Background: an optimization exercise with open tools, aiming at a short achievable clock period and few clock cycles. Do not read the settings as production practice. Function was checked by simulation only, so behaviour that the tests miss may differ from the original.

==> harbor: inputs <==
Design connect4_minimax_search, start of the top module:
module connect4_minimax_search #(
  parameter int IS_ME = 1,
  parameter int DEPTH = 3
) (
  input  logic               w_clk,
  input  logic               w_rst,
  input  logic               w_en,
  input  logic [41:0]        i_me_field,
  input  logic [41:0]        i_op_field,
  input  logic [20:0]        i_piled_array,
  output logic               o_valid,
  output logic               o_finished,
  output logic signed [15:0] o_score,
  output logic [2:0]         o_selected_col
);
  localparam logic signed [15:0] WIN_SCORE = 16'sd1000;
  logic [41:0] tme, top;
  assign tme[0] = (i_me_field[1] & i_me_field[2] & i_me_field[3]) | (i_me_field[7] & i_me_field[14] & i_me_field[21]) | (i_me_field[8] & i_me_field[16] & i_me_field[24]);
  assign tme[1] = (i_me_field[0] & i_me_field[2] & i_me_field[3]) | (i_me_field[2] & i_me_field[3] & i_me_field[4]) | (i_me_field[8] & i_me_field[15] & i_me_field[22]) | (i_me_field[9] & i_me_field[17] & i_me_field[25]);
  assign tme[2] = (i_me_field[0] & i_me_field[1] & i_me_field[3]) | (i_me_field[1] & i_me_field[3] & i_me_field[4]) | (i_me_field[3] & i_me_field[4] & i_me_field[5]) | (i_me_field[9] & i_me_field[16] & i_me_field[23]) | (i_me_field[10] & i_me_field[18] & i_me_field[26]);
  assign tme[3] = (i_me_field[0] & i_me_field[1] & i_me_field[2]) | (i_me_field[1] & i_me_field[2] & i_me_field[4]) | (i_me_field[2] & i_me_field[4] & i_me_field[5]) | (i_me_field[4] & i_me_field[5] & i_me_field[6]) | (i_me_field[10] & i_me_field[17] & i_me_field[24]) | (i_me_field[11] & i_me_field[19] & i_me_field[27]) | (i_me_field[9] & i_me_field[15] & i_me_field[21]);
  assign tme[4] = (i_me_field[1] & i_me_field[2] & i_me_field[3]) | (i_me_field[2] & i_me_field[3] & i_me_field[5]) | (i_me_field[3] & i_me_field[5] & i_me_field[6]) | (i_me_field[11] & i_me_field[18] & i_me_field[25]) | (i_me_field[10] & i_me_field[16] & i_me_field[22]);
  assign tme[5] = (i_me_field[2] & i_me_field[3] & i_me_field[4]) | (i_me_field[3] & i_me_field[4] & i_me_field[6]) | (i_me_field[12] & i_me_field[19] & i_me_field[26]) | (i_me_field[11] & i_me_field[17] & i_me_field[23]);
  assign tme[6] = (i_me_field[3] & i_me_field[4] & i_me_field[5]) | (i_me_field[13] & i_me_field[20] & i_me_field[27]) | (i_me_field[12] & i_me_field[18] & i_me_field[24]);
  ...
Settings: LEC_CHECK=0, CAP_MARGIN=20, CELL_PAD_IN_SITES_DETAIL_PLACEMENT=1, CELL_PAD_IN_SITES_GLOBAL_PLACEMENT=2, CORE_MARGIN=2, CORE_UTILIZATION=25, PLACE_DENSITY=0.5, SETUP_SLACK_MARGIN=5, SLEW_MARGIN=20; clock period 7.0 ns.
standard.sh (not shown) runs the stock make flow with config.mk's settings and CLKGATE_MAP_FILE= SYNTH_SCRIPT=/design/flow/synth_recipe.tcl, a recipe that flattens the netlist after the stock synthesis.
==> flow/flow/run.sh <==
#!/bin/bash
# Layout flow: the standard layout (standard.sh) unchanged, except that synthesis and timing
# repair may not use the slow multi-stage cells listed in flow/dont_use.txt (non-inverting complex
# gates, 4-input OR/NOR/AND and the like), on top of the platform's own don't-use cells, which
# the list repeats. The critical paths then map to single-stage inverting gates.
# The make output goes to flow_make.log here; ORFS's own logs stay under orfs/logs/.
set -euo pipefail
cd "$(dirname "$0")/.."
DONT_USE="$(grep -v '^#' flow/dont_use.txt | tr -s '\n' ' ')"
bash standard.sh "DONT_USE_CELLS=$DONT_USE" finish > flow_make.log 2>&1
Other scripts of this flow, unchanged in this note and not shown: flow/flow/dont_use.txt
==> inputs of fjord, as changes to harbor <==
--- a/flow/design.v
+++ b/flow/design.v
@@ -505,155 +505,155 @@
   assign b1_d[47] = (oh[32] & ((oh[38] & ((i_me_field[32] & i_me_field[38]))) | (oh[39] & ((i_me_field[24] & i_me_field[25]))) | (oh[40] & ((i_me_field[10] & i_me_field[18]))))) | (oh[33] & ((oh[40] & ((i_me_field[31] & i_me_field[32]))) | (oh[41] & ((i_me_field[17] & i_me_field[25])))));
   assign b2_d[47] = (oh[34] & ((oh[41] & ((i_me_field[38] & i_me_field[39])))));
   assign a0_d[48] = (oh[36] & (tme[13])) | (oh[37] & (tme[20]));
   assign a1_d[48] = (oh[38] & (tme[27] | (i_me_field[13] & i_me_field[6]))) | (oh[39] & (tme[34] | (i_me_field[20] & i_me_field[13])));
   assign a2_d[48] = (oh[40] & (tme[41] | (i_me_field[27] & i_me_field[20])));
   assign b0_d[48] = (oh[36] & tme[20]) | (oh[37] & tme[27]);
   assign b1_d[48] = (oh[38] & tme[34]) | (oh[39] & tme[41]);
   assign b2_d[48] = 1'b0;
-  logic [7:0] bad_d;
+  logic [15:0] bad_d;
   assign bad_d[0] = (i_me_field[0] & i_me_field[1] & i_me_field[2] & i_me_field[3]) |
-    (i_me_field[7] & i_me_field[8] & i_me_field[9] & i_me_field[10]) |
     (i_me_field[14] & i_me_field[15] & i_me_field[16] & i_me_field[17]) |
-    (i_me_field[21] & i_me_field[22] & i_me_field[23] & i_me_field[24]) |
     (i_me_field[28] & i_me_field[29] & i_me_field[30] & i_me_field[31]) |
-    (i_me_field[35] & i_me_field[36] & i_me_field[37] & i_me_field[38]) |
     (i_me_field[0] & i_me_field[7] & i_me_field[14] & i_me_field[21]) |
-    (i_me_field[4] & i_me_field[11] & i_me_field[18] & i_me_field[25]) |
     (i_me_field[8] & i_me_field[15] & i_me_field[22] & i_me_field[29]) |
-    (i_me_field[12] & i_me_field[19] & i_me_field[26] & i_me_field[33]) |
     (i_me_field[16] & i_me_field[23] & i_me_field[30] & i_me_field[37]) |
-    (i_me_field[20] & i_me_field[27] & i_me_field[34] & i_me_field[41]) |
     (i_me_field[3] & i_me_field[11] & i_me_field[19] & i_me_field[27]) |
-    (i_me_field[10] & i_me_field[18] & i_me_field[26] & i_me_field[34]) |
     (i_me_field[17] & i_me_field[25] & i_me_field[33] & i_me_field[41]) |
-    (i_me_field[6] & i_me_field[12] & i_me_field[18] & i_me_field[24]) |
-    (i_me_field[13] & i_me_field[19] & i_me_field[25] & i_me_field[31]) |
-    (i_me_field[20] & i_me_field[26] & i_me_field[32] & i_me_field[38]);
+    (i_me_field[13] & i_me_field[19] & i_me_field[25] & i_me_field[31]);
   assign bad_d[1] = (i_me_field[1] & i_me_field[2] & i_me_field[3] & i_me_field[4]) |
-    (i_me_field[8] & i_me_field[9] & i_me_field[10] & i_me_field[11]) |
     (i_me_field[15] & i_me_field[16] & i_me_field[17] & i_me_field[18]) |
-    (i_me_field[22] & i_me_field[23] & i_me_field[24] & i_me_field[25]) |
     (i_me_field[29] & i_me_field[30] & i_me_field[31] & i_me_field[32]) |
-    (i_me_field[36] & i_me_field[37] & i_me_field[38] & i_me_field[39]) |
     (i_me_field[1] & i_me_field[8] & i_me_field[15] & i_me_field[22]) |
-    (i_me_field[5] & i_me_field[12] & i_me_field[19] & i_me_field[26]) |
     (i_me_field[9] & i_me_field[16] & i_me_field[23] & i_me_field[30]) |
-    (i_me_field[13] & i_me_field[20] & i_me_field[27] & i_me_field[34]) |
     (i_me_field[17] & i_me_field[24] & i_me_field[31] & i_me_field[38]) |
-    (i_me_field[0] & i_me_field[8] & i_me_field[16] & i_me_field[24]) |
     (i_me_field[7] & i_me_field[15] & i_me_field[23] & i_me_field[31]) |
-    (i_me_field[14] & i_me_field[22] & i_me_field[30] & i_me_field[38]) |
     (i_me_field[3] & i_me_field[9] & i_me_field[15] & i_me_field[21]) |
-    (i_me_field[10] & i_me_field[16] & i_me_field[22] & i_me_field[28]) |
     (i_me_field[17] & i_me_field[23] & i_me_field[29] & i_me_field[35]);
   assign bad_d[2] = (i_me_field[2] & i_me_field[3] & i_me_field[4] & i_me_field[5]) |
-    (i_me_field[9] & i_me_field[10] & i_me_field[11] & i_me_field[12]) |
     (i_me_field[16] & i_me_field[17] & i_me_field[18] & i_me_field[19]) |
-    (i_me_field[23] & i_me_field[24] & i_me_field[25] & i_me_field[26]) |
     (i_me_field[30] & i_me_field[31] & i_me_field[32] & i_me_field[33]) |
-    (i_me_field[37] & i_me_field[38] & i_me_field[39] & i_me_field[40]) |
     (i_me_field[2] & i_me_field[9] & i_me_field[16] & i_me_field[23]) |
-    (i_me_field[6] & i_me_field[13] & i_me_field[20] & i_me_field[27]) |
     (i_me_field[10] & i_me_field[17] & i_me_field[24] & i_me_field[31]) |
-    (i_me_field[14] & i_me_field[21] & i_me_field[28] & i_me_field[35]) |
     (i_me_field[18] & i_me_field[25] & i_me_field[32] & i_me_field[39]) |
-    (i_me_field[1] & i_me_field[9] & i_me_field[17] & i_me_field[25]) |
     (i_me_field[8] & i_me_field[16] & i_me_field[24] & i_me_field[32]) |
-    (i_me_field[15] & i_me_field[23] & i_me_field[31] & i_me_field[39]) |
     (i_me_field[4] & i_me_field[10] & i_me_field[16] & i_me_field[22]) |
-    (i_me_field[11] & i_me_field[17] & i_me_field[23] & i_me_field[29]) |
     (i_me_field[18] & i_me_field[24] & i_me_field[30] & i_me_field[36]);
   assign bad_d[3] = (i_me_field[3] & i_me_field[4] & i_me_field[5] & i_me_field[6]) |
-    (i_me_field[10] & i_me_field[11] & i_me_field[12] & i_me_field[13]) |
     (i_me_field[17] & i_me_field[18] & i_me_field[19] & i_me_field[20]) |
-    (i_me_field[24] & i_me_field[25] & i_me_field[26] & i_me_field[27]) |
     (i_me_field[31] & i_me_field[32] & i_me_field[33] & i_me_field[34]) |
-    (i_me_field[38] & i_me_field[39] & i_me_field[40] & i_me_field[41]) |
     (i_me_field[3] & i_me_field[10] & i_me_field[17] & i_me_field[24]) |
-    (i_me_field[7] & i_me_field[14] & i_me_field[21] & i_me_field[28]) |
     (i_me_field[11] & i_me_field[18] & i_me_field[25] & i_me_field[32]) |
-    (i_me_field[15] & i_me_field[22] & i_me_field[29] & i_me_field[36]) |
     (i_me_field[19] & i_me_field[26] & i_me_field[33] & i_me_field[40]) |
-    (i_me_field[2] & i_me_field[10] & i_me_field[18] & i_me_field[26]) |
     (i_me_field[9] & i_me_field[17] & i_me_field[25] & i_me_field[33]) |
-    (i_me_field[16] & i_me_field[24] & i_me_field[32] & i_me_field[40]) |
     (i_me_field[5] & i_me_field[11] & i_me_field[17] & i_me_field[23]) |
-    (i_me_field[12] & i_me_field[18] & i_me_field[24] & i_me_field[30]) |
     (i_me_field[19] & i_me_field[25] & i_me_field[31] & i_me_field[37]);
-  assign bad_d[4] = (i_op_field[0] & i_op_field[1] & i_op_field[2] & i_op_field[3]) |
-    (i_op_field[7] & i_op_field[8] & i_op_field[9] & i_op_field[10]) |
+  assign bad_d[4] = (i_me_field[7] & i_me_field[8] & i_me_field[9] & i_me_field[10]) |
+    (i_me_field[21] & i_me_field[22] & i_me_field[23] & i_me_field[24]) |
+    (i_me_field[35] & i_me_field[36] & i_me_field[37] & i_me_field[38]) |
+    (i_me_field[4] & i_me_field[11] & i_me_field[18] & i_me_field[25]) |
+    (i_me_field[12] & i_me_field[19] & i_me_field[26] & i_me_field[33]) |
+    (i_me_field[20] & i_me_field[27] & i_me_field[34] & i_me_field[41]) |
+    (i_me_field[10] & i_me_field[18] & i_me_field[26] & i_me_field[34]) |
+    (i_me_field[6] & i_me_field[12] & i_me_field[18] & i_me_field[24]) |
+    (i_me_field[20] & i_me_field[26] & i_me_field[32] & i_me_field[38]);
+  assign bad_d[5] = (i_me_field[8] & i_me_field[9] & i_me_field[10] & i_me_field[11]) |
+    (i_me_field[22] & i_me_field[23] & i_me_field[24] & i_me_field[25]) |
+    (i_me_field[36] & i_me_field[37] & i_me_field[38] & i_me_field[39]) |
+    (i_me_field[5] & i_me_field[12] & i_me_field[19] & i_me_field[26]) |
+    (i_me_field[13] & i_me_field[20] & i_me_field[27] & i_me_field[34]) |
+    (i_me_field[0] & i_me_field[8] & i_me_field[16] & i_me_field[24]) |
+    (i_me_field[14] & i_me_field[22] & i_me_field[30] & i_me_field[38]) |
+    (i_me_field[10] & i_me_field[16] & i_me_field[22] & i_me_field[28]);
+  assign bad_d[6] = (i_me_field[9] & i_me_field[10] & i_me_field[11] & i_me_field[12]) |
+    (i_me_field[23] & i_me_field[24] & i_me_field[25] & i_me_field[26]) |
+    (i_me_field[37] & i_me_field[38] & i_me_field[39] & i_me_field[40]) |
+    (i_me_field[6] & i_me_field[13] & i_me_field[20] & i_me_field[27]) |
+    (i_me_field[14] & i_me_field[21] & i_me_field[28] & i_me_field[35]) |
+    (i_me_field[1] & i_me_field[9] & i_me_field[17] & i_me_field[25]) |
+    (i_me_field[15] & i_me_field[23] & i_me_field[31] & i_me_field[39]) |
+    (i_me_field[11] & i_me_field[17] & i_me_field[23] & i_me_field[29]);
+  assign bad_d[7] = (i_me_field[10] & i_me_field[11] & i_me_field[12] & i_me_field[13]) |
+    (i_me_field[24] & i_me_field[25] & i_me_field[26] & i_me_field[27]) |
+    (i_me_field[38] & i_me_field[39] & i_me_field[40] & i_me_field[41]) |
+    (i_me_field[7] & i_me_field[14] & i_me_field[21] & i_me_field[28]) |
+    (i_me_field[15] & i_me_field[22] & i_me_field[29] & i_me_field[36]) |
+    (i_me_field[2] & i_me_field[10] & i_me_field[18] & i_me_field[26]) |
+    (i_me_field[16] & i_me_field[24] & i_me_field[32] & i_me_field[40]) |
+    (i_me_field[12] & i_me_field[18] & i_me_field[24] & i_me_field[30]);
+  assign bad_d[8] = (i_op_field[0] & i_op_field[1] & i_op_field[2] & i_op_field[3]) |
     (i_op_field[14] & i_op_field[15] & i_op_field[16] & i_op_field[17]) |
-    (i_op_field[21] & i_op_field[22] & i_op_field[23] & i_op_field[24]) |
     (i_op_field[28] & i_op_field[29] & i_op_field[30] & i_op_field[31]) |
-    (i_op_field[35] & i_op_field[36] & i_op_field[37] & i_op_field[38]) |
     (i_op_field[0] & i_op_field[7] & i_op_field[14] & i_op_field[21]) |
-    (i_op_field[4] & i_op_field[11] & i_op_field[18] & i_op_field[25]) |
     (i_op_field[8] & i_op_field[15] & i_op_field[22] & i_op_field[29]) |
-    (i_op_field[12] & i_op_field[19] & i_op_field[26] & i_op_field[33]) |
     (i_op_field[16] & i_op_field[23] & i_op_field[30] & i_op_field[37]) |
-    (i_op_field[20] & i_op_field[27] & i_op_field[34] & i_op_field[41]) |
     (i_op_field[3] & i_op_field[11] & i_op_field[19] & i_op_field[27]) |
-    (i_op_field[10] & i_op_field[18] & i_op_field[26] & i_op_field[34]) |
     (i_op_field[17] & i_op_field[25] & i_op_field[33] & i_op_field[41]) |
-    (i_op_field[6] & i_op_field[12] & i_op_field[18] & i_op_field[24]) |
-    (i_op_field[13] & i_op_field[19] & i_op_field[25] & i_op_field[31]) |
-    (i_op_field[20] & i_op_field[26] & i_op_field[32] & i_op_field[38]);
-  assign bad_d[5] = (i_op_field[1] & i_op_field[2] & i_op_field[3] & i_op_field[4]) |
-    (i_op_field[8] & i_op_field[9] & i_op_field[10] & i_op_field[11]) |
+    (i_op_field[13] & i_op_field[19] & i_op_field[25] & i_op_field[31]);
+  assign bad_d[9] = (i_op_field[1] & i_op_field[2] & i_op_field[3] & i_op_field[4]) |
     (i_op_field[15] & i_op_field[16] & i_op_field[17] & i_op_field[18]) |
-    (i_op_field[22] & i_op_field[23] & i_op_field[24] & i_op_field[25]) |
     (i_op_field[29] & i_op_field[30] & i_op_field[31] & i_op_field[32]) |
-    (i_op_field[36] & i_op_field[37] & i_op_field[38] & i_op_field[39]) |
     (i_op_field[1] & i_op_field[8] & i_op_field[15] & i_op_field[22]) |
-    (i_op_field[5] & i_op_field[12] & i_op_field[19] & i_op_field[26]) |
     (i_op_field[9] & i_op_field[16] & i_op_field[23] & i_op_field[30]) |
-    (i_op_field[13] & i_op_field[20] & i_op_field[27] & i_op_field[34]) |
     (i_op_field[17] & i_op_field[24] & i_op_field[31] & i_op_field[38]) |
-    (i_op_field[0] & i_op_field[8] & i_op_field[16] & i_op_field[24]) |
     (i_op_field[7] & i_op_field[15] & i_op_field[23] & i_op_field[31]) |
-    (i_op_field[14] & i_op_field[22] & i_op_field[30] & i_op_field[38]) |
     (i_op_field[3] & i_op_field[9] & i_op_field[15] & i_op_field[21]) |
-    (i_op_field[10] & i_op_field[16] & i_op_field[22] & i_op_field[28]) |
     (i_op_field[17] & i_op_field[23] & i_op_field[29] & i_op_field[35]);
-  assign bad_d[6] = (i_op_field[2] & i_op_field[3] & i_op_field[4] & i_op_field[5]) |
-    (i_op_field[9] & i_op_field[10] & i_op_field[11] & i_op_field[12]) |
+  assign bad_d[10] = (i_op_field[2] & i_op_field[3] & i_op_field[4] & i_op_field[5]) |
     (i_op_field[16] & i_op_field[17] & i_op_field[18] & i_op_field[19]) |
-    (i_op_field[23] & i_op_field[24] & i_op_field[25] & i_op_field[26]) |
     (i_op_field[30] & i_op_field[31] & i_op_field[32] & i_op_field[33]) |
-    (i_op_field[37] & i_op_field[38] & i_op_field[39] & i_op_field[40]) |
     (i_op_field[2] & i_op_field[9] & i_op_field[16] & i_op_field[23]) |
-    (i_op_field[6] & i_op_field[13] & i_op_field[20] & i_op_field[27]) |
     (i_op_field[10] & i_op_field[17] & i_op_field[24] & i_op_field[31]) |
-    (i_op_field[14] & i_op_field[21] & i_op_field[28] & i_op_field[35]) |
     (i_op_field[18] & i_op_field[25] & i_op_field[32] & i_op_field[39]) |
-    (i_op_field[1] & i_op_field[9] & i_op_field[17] & i_op_field[25]) |
     (i_op_field[8] & i_op_field[16] & i_op_field[24] & i_op_field[32]) |
-    (i_op_field[15] & i_op_field[23] & i_op_field[31] & i_op_field[39]) |
     (i_op_field[4] & i_op_field[10] & i_op_field[16] & i_op_field[22]) |
-    (i_op_field[11] & i_op_field[17] & i_op_field[23] & i_op_field[29]) |
     (i_op_field[18] & i_op_field[24] & i_op_field[30] & i_op_field[36]);
-  assign bad_d[7] = (i_op_field[3] & i_op_field[4] & i_op_field[5] & i_op_field[6]) |
-    (i_op_field[10] & i_op_field[11] & i_op_field[12] & i_op_field[13]) |
+  assign bad_d[11] = (i_op_field[3] & i_op_field[4] & i_op_field[5] & i_op_field[6]) |
     (i_op_field[17] & i_op_field[18] & i_op_field[19] & i_op_field[20]) |
-    (i_op_field[24] & i_op_field[25] & i_op_field[26] & i_op_field[27]) |
     (i_op_field[31] & i_op_field[32] & i_op_field[33] & i_op_field[34]) |
-    (i_op_field[38] & i_op_field[39] & i_op_field[40] & i_op_field[41]) |
     (i_op_field[3] & i_op_field[10] & i_op_field[17] & i_op_field[24]) |
-    (i_op_field[7] & i_op_field[14] & i_op_field[21] & i_op_field[28]) |
     (i_op_field[11] & i_op_field[18] & i_op_field[25] & i_op_field[32]) |
-    (i_op_field[15] & i_op_field[22] & i_op_field[29] & i_op_field[36]) |
     (i_op_field[19] & i_op_field[26] & i_op_field[33] & i_op_field[40]) |
-    (i_op_field[2] & i_op_field[10] & i_op_field[18] & i_op_field[26]) |
     (i_op_field[9] & i_op_field[17] & i_op_field[25] & i_op_field[33]) |
-    (i_op_field[16] & i_op_field[24] & i_op_field[32] & i_op_field[40]) |
     (i_op_field[5] & i_op_field[11] & i_op_field[17] & i_op_field[23]) |
-    (i_op_field[12] & i_op_field[18] & i_op_field[24] & i_op_field[30]) |
     (i_op_field[19] & i_op_field[25] & i_op_field[31] & i_op_field[37]);
+  assign bad_d[12] = (i_op_field[7] & i_op_field[8] & i_op_field[9] & i_op_field[10]) |
+    (i_op_field[21] & i_op_field[22] & i_op_field[23] & i_op_field[24]) |
+    (i_op_field[35] & i_op_field[36] & i_op_field[37] & i_op_field[38]) |
+    (i_op_field[4] & i_op_field[11] & i_op_field[18] & i_op_field[25]) |
+    (i_op_field[12] & i_op_field[19] & i_op_field[26] & i_op_field[33]) |
+    (i_op_field[20] & i_op_field[27] & i_op_field[34] & i_op_field[41]) |
+    (i_op_field[10] & i_op_field[18] & i_op_field[26] & i_op_field[34]) |
+    (i_op_field[6] & i_op_field[12] & i_op_field[18] & i_op_field[24]) |
+    (i_op_field[20] & i_op_field[26] & i_op_field[32] & i_op_field[38]);
+  assign bad_d[13] = (i_op_field[8] & i_op_field[9] & i_op_field[10] & i_op_field[11]) |
+    (i_op_field[22] & i_op_field[23] & i_op_field[24] & i_op_field[25]) |
+    (i_op_field[36] & i_op_field[37] & i_op_field[38] & i_op_field[39]) |
+    (i_op_field[5] & i_op_field[12] & i_op_field[19] & i_op_field[26]) |
+    (i_op_field[13] & i_op_field[20] & i_op_field[27] & i_op_field[34]) |
+    (i_op_field[0] & i_op_field[8] & i_op_field[16] & i_op_field[24]) |
+    (i_op_field[14] & i_op_field[22] & i_op_field[30] & i_op_field[38]) |
+    (i_op_field[10] & i_op_field[16] & i_op_field[22] & i_op_field[28]);
+  assign bad_d[14] = (i_op_field[9] & i_op_field[10] & i_op_field[11] & i_op_field[12]) |
+    (i_op_field[23] & i_op_field[24] & i_op_field[25] & i_op_field[26]) |
+    (i_op_field[37] & i_op_field[38] & i_op_field[39] & i_op_field[40]) |
+    (i_op_field[6] & i_op_field[13] & i_op_field[20] & i_op_field[27]) |
+    (i_op_field[14] & i_op_field[21] & i_op_field[28] & i_op_field[35]) |
+    (i_op_field[1] & i_op_field[9] & i_op_field[17] & i_op_field[25]) |
+    (i_op_field[15] & i_op_field[23] & i_op_field[31] & i_op_field[39]) |
+    (i_op_field[11] & i_op_field[17] & i_op_field[23] & i_op_field[29]);
+  assign bad_d[15] = (i_op_field[10] & i_op_field[11] & i_op_field[12] & i_op_field[13]) |
+    (i_op_field[24] & i_op_field[25] & i_op_field[26] & i_op_field[27]) |
+    (i_op_field[38] & i_op_field[39] & i_op_field[40] & i_op_field[41]) |
+    (i_op_field[7] & i_op_field[14] & i_op_field[21] & i_op_field[28]) |
+    (i_op_field[15] & i_op_field[22] & i_op_field[29] & i_op_field[36]) |
+    (i_op_field[2] & i_op_field[10] & i_op_field[18] & i_op_field[26]) |
+    (i_op_field[16] & i_op_field[24] & i_op_field[32] & i_op_field[40]) |
+    (i_op_field[12] & i_op_field[18] & i_op_field[24] & i_op_field[30]);
   logic [48:0] ab0_d;
   logic [6:0]  e_d;
   logic [2:0]  colL_d;
   logic        legal_any_d;
   always_comb begin
     logic [6:0] l1;
     for (int c0 = 0; c0 < 7; c0++) begin
       for (int c = 0; c < 7; c++) l1[c] = (c == c0) ? legal2_d[c] : legal_d[c];
@@ -664,17 +664,17 @@
     for (int c = 6; c >= 0; c--)
       if (legal_d[c]) colL_d = 3'(c);
     legal_any_d = |legal_d;
   end
   logic [6:0]  w10_q, w11_q, w12_q, w1ab0_q, w1ab1_q, w1ab2_q, ow0_q, owab0_q, legal_q, e_q;
   logic [48:0] a0_q, a1_q, a2_q, ab0_q, b1_q, b2_q;
   logic [2:0]  colL_q;
   logic        legal_any_q;
-  logic [7:0]  bad_q;
+  logic [15:0] bad_q;
   always_ff @(posedge w_clk) begin
     w10_q <= w10_d;
     w11_q <= w11_d;
     w12_q <= w12_d;
     w1ab0_q <= w1ab0_d;
     w1ab1_q <= w1ab1_d;
     w1ab2_q <= w1ab2_d;
     ow0_q <= ow0_d;
==> results_dict.tcl <==
set metrics [dict create \
    grt_antenna_before_repair 5 \
    r2r_setup_slack_ns 4.51 \
    cts_buffers 42 \
    multiInputGateArea_sq_um 19000 \
    grt_use_met3 0.146 \
    p_sw_frac 0.390 \
    num-multi-input-gates 2109 \
    status "no timing/DRC/antenna violations" \
    dp_hpwl_um 111000 \
    syn_inst 2729 \
]
# the run above: fjord

==> results_dict.tcl <==
set metrics [dict create \
    r2r_setup_slack_ns 4.28 \
    dp_hpwl_um 112000 \
    grt_use_met3 0.199 \
    num-multi-input-gates 2077 \
    status "no timing/DRC/antenna violations" \
    grt_antenna_before_repair 10 \
]
# the run above: harbor

Testbench counts of harbor, summed over its fixed seeds: cycles 768.
Testbench counts of fjord, summed over its fixed seeds: cycles 768.

[static timing again, ports no longer ideal]
Ports are ideal in the flow. The routed layouts listed here were re-timed in OpenROAD. Step 1 (the two cells are an assumption about what drives the block):
set clk [get_ports {w_clk}]
set_driving_cell -lib_cell sky130_fd_sc_hd__clkbuf_16 $clk
set_driving_cell -lib_cell sky130_fd_sc_hd__buf_2 [delete_from_list [all_inputs] $clk]
Step 2 times the ports against the registers' clock, not the clock port: input delays grow and output delays shrink by t, the midpoint of the rising clock arrivals with the driver on. a / b / c = ideal / step 1 / step 2; a / b = the first two.
run	shift t [ns]	setup slack, ns	clock arrival spread, ns
harbor	0.679	4.279 / 4.279 / 3.754	0.055 / 0.055
fjord	0.671	4.477 / 4.403 / 3.852	0.029 / 0.029
After both steps every run listed still meets setup and hold. For fjord, which loses most, drivers alone change the setup slack by -0.074 ns; drivers and shift together by -0.625 ns.
